Source: an optimization exercise on an open RTL-to-GDS flow (aim: small area, a short achievable clock period and few clock cycles). Production flows keep margins and buffers that such runs may drop.
Only simulation tests tie the RTL to the original design; equivalence was not proved.
Power figures rest on the tool's default switching activity, not on a simulated workload.

## the previous run
Design periodic_can_frame_scheduler_core, start of the top module:
module periodic_can_frame_scheduler_core #(
    parameter int MAX_MSGS = pcfs_pkg::DEF_MAX_MSGS
) (
    input  logic                          i_clk,
    input  logic                          i_rst_n,
    input  logic                          start,
    output logic                          busy,
    input  logic [pcfs_pkg::KIND_W-1:0]   i_kind,
    input  logic [pcfs_pkg::TIME_W-1:0]   i_now_ms,
    input  logic                          i_ignition_on,
    input  logic [pcfs_pkg::RAW_W-1:0]    i_raw_id,
    input  logic [pcfs_pkg::PER_W-1:0]    i_period_ms,
    input  logic [pcfs_pkg::DATA_W-1:0]   i_payload,
    output logic                          o_strobe,
    output logic                          o_bus_select,
    output logic [pcfs_pkg::ID_W-1:0]     o_frame_id,
    output logic [pcfs_pkg::DATA_W-1:0]   o_frame_data,
    output logic                          o_last
);
Size: ~2300 flip-flops.
Settings: LEC_CHECK=0, CAP_MARGIN=20, CORE_MARGIN=2, CORE_UTILIZATION=45, SLEW_MARGIN=20; clock period 6.0 ns.
run.sh (not shown) runs the stock make flow with config.mk's settings and CLKGATE_MAP_FILE= SYNTH_SCRIPT=/design/flow/synth_recipe.tcl, a recipe that flattens the netlist after the stock synthesis.
Testbench counts of the previous run, summed over its fixed seeds: cycles 6,117.
Changes in the current run relative to the previous run:
- putting ABC_CLOCK_PERIOD_IN_PS at 3500 where nothing was set
- putting SETUP_SLACK_MARGIN at 2.0 where nothing was set
## What came out
The current run finished every stage and its layout cleared the timing, design-rule and antenna checks.
Looking only at antenna diode count, and setting everything else aside, the lower value of the previous run and the current run goes to the current run.
The previous run → the current run: highest fanout seen on the critical path climbed 3; die area neither gained nor lost much.
Final total power: the current run vs the previous run up about 2.3%
Lower global-route wire length before repair among the previous run and the current run: the previous run
On placed standard-cell area, the current run tracks the previous run almost exactly.
Global routing usage summed across all routing layers sits higher in the current run than in the previous run.
NOTE: slew of the pin with the lowest slew margin in the current run falls short of that of the previous run
Total clock buffers created by CTS in the current run is about 0.8% lower than in the previous run
Between the previous run and the current run, the difference in sequential cell area is negligible.

* * *

periodic_can_frame_scheduler_core, a different RTL version from the one above (not shown whole).
Size: roughly 7500 cells after synthesis, about 2500 flip-flops, about 250 I/O pins, roughly 110000 um^2 of cells after synthesis.
clock: 6.0 ns
lec_check: 0
cap_margin: 20
core_margin: 2
core_utilization: 45
setup_slack_margin: 3.0
slew_margin: 20
The starting point finished clean.
Testbench counts at the start, summed over its fixed seeds: cycles 6,117.
Change:
--- a/flow/config.mk
+++ b/flow/config.mk
@@ -8,5 +8,5 @@
 export CAP_MARGIN = 20
 export CORE_MARGIN = 2
-export CORE_UTILIZATION = 45
+export CORE_UTILIZATION = 55
 export SETUP_SLACK_MARGIN = 3.0
-export SLEW_MARGIN = 20
+export SLEW_MARGIN = 40
Utilization grows by 12 points; sequential share of layout area went up by 0.48 points; final area falls by 0.90%; sequential power hardly moves; area after synthesis stays the same; first-iteration DRC count increases by 0.44%; total power shrinks by 2.0%; via count is about the same; worst setup slack gains 0.0058 ns.

* * *

periodic_can_frame_scheduler_core, a different RTL version from the one above (not shown whole).
Size in the first run: roughly 250 I/O pins, about 110000 um2 of cells after synthesis.
make LEC_CHECK=0 CAP_MARGIN=20 CORE_MARGIN=2 CORE_UTILIZATION=45 SETUP_SLACK_MARGIN=2.75 SLEW_MARGIN=20 finish   # period 6.0 ns
The baseline completed without violations.
Testbench counts at the start, summed over its fixed seeds: cycles 6,117.
Next try:
SETUP_SLACK_MARGIN = 2.5   (was 2.75)
SYNTH_HIERARCHICAL = 1   (was unset)
What happened: The new run ran to the end with no violations; clock skew fell by 0.023 ns; final area rose by 1.3%; first-iteration DRC count fell by 16%.
Next try:
SYNTH_HIERARCHICAL = unset   (was 1)
Wire length went down by 1.0%.
Via count went down by 1.7%.
Clock skew went up by 0.012 ns.
First-iteration DRC count went up by 6.7%.
Worst setup slack improved by 0.18 ns.
Worst hold slack got worse by 0.031 ns.
Cell area went down by 3.1%.
Synthesized area went down by 3.0%.

* * *

periodic_can_frame_scheduler_core, a different RTL version from the one above (not shown whole).
Size: ~8200 cells after synthesis, ~2400 flip-flops, ~250 I/O pins.
==> flow/design.v (excerpt) <==
module periodic_can_frame_scheduler_core #(
    parameter int MAX_MSGS = pcfs_pkg::DEF_MAX_MSGS
) (
    input  logic                          i_clk,
    input  logic                          i_rst_n,
    input  logic                          start,
    output logic                          busy,
    input  logic [pcfs_pkg::KIND_W-1:0]   i_kind,
    input  logic [pcfs_pkg::TIME_W-1:0]   i_now_ms,
    input  logic                          i_ignition_on,
    input  logic [pcfs_pkg::RAW_W-1:0]    i_raw_id,
    input  logic [pcfs_pkg::PER_W-1:0]    i_period_ms,
    input  logic [pcfs_pkg::DATA_W-1:0]   i_payload,
    output logic                          o_strobe,
    output logic                          o_bus_select,
    output logic [pcfs_pkg::ID_W-1:0]     o_frame_id,
    output logic [pcfs_pkg::DATA_W-1:0]   o_frame_data,
    output logic                          o_last
);
clock: 6.0 ns
lec_check: 0
cap_margin: 20
core_margin: 2
core_utilization: 45
slew_margin: 20
The first run completed with no timing, DRC or antenna violations.
Testbench counts at the start, summed over its fixed seeds: cycles 6,117.
==> next run, changes <==
SETUP_SLACK_MARGIN = 2.5   (was default)
Outcome: Final area rises by 5.6%. Critical path depth rises by 6. Count of clock-buffer cells in the layout falls by 11.

-- separate check: timing with driven ports --
No port has a modelled driver above. Below, the same layouts with a new extraction and two added sets of constraints. Step 1 sets driving cells, clkbuf_16 on the clock port and buf_2 on the other inputs (assumed; they add their load-dependent delay and slew). Step 2 also shifts input and output timing later by t, the mid clock arrival at the registers, as if the neighbouring blocks saw the same clock. Slacks: ideal / step 1 / step 2; pairs: ideal / step 1.
run | t, ns | setup WS [ns] | worst setup path at the end | worst register clock-pin slew, ns | worst slew at a driven data input, ns
the previous run | 0.956 | 0.408 / 0.408 / 0.408 | register to register | 0.07 / 0.07 | 0.23
the current run | 0.980 | 0.926 / 0.926 / 0.645 | input to register | 0.07 / 0.07 | 0.23
the first run of note 2 | 1.018 | 2.351 / 2.351 / 1.999 | input to register | 0.07 / 0.07 | 0.18
the second run of note 2 | 1.010 | 2.357 / 2.357 / 1.884 | input to register | 0.07 / 0.07 | 0.19
the first run of note 3 | 1.010 | 2.491 / 2.491 / 1.589 | input to register | 0.07 / 0.07 | 0.18
the second run of note 3 | 1.008 | 2.288 / 2.288 / 1.415 | input to register | 0.07 / 0.07 | 0.20
the third run of note 3 | 1.008 | 2.471 / 2.499 / 1.527 | input to register | 0.06 / 0.06 | 0.18
the first run of note 4 | 1.006 | 0.841 / 0.841 / 0.665 | input to register | 0.07 / 0.07 | 0.16
the second run of note 4 | 0.984 | 2.214 / 2.214 / 1.365 | input to register | 0.07 / 0.07 | 0.17
After both steps every run listed still meets setup and hold. The setup slack of the third run of note 3, which loses most, moves by +0.028 ns with the drivers and by -0.944 ns with both steps.
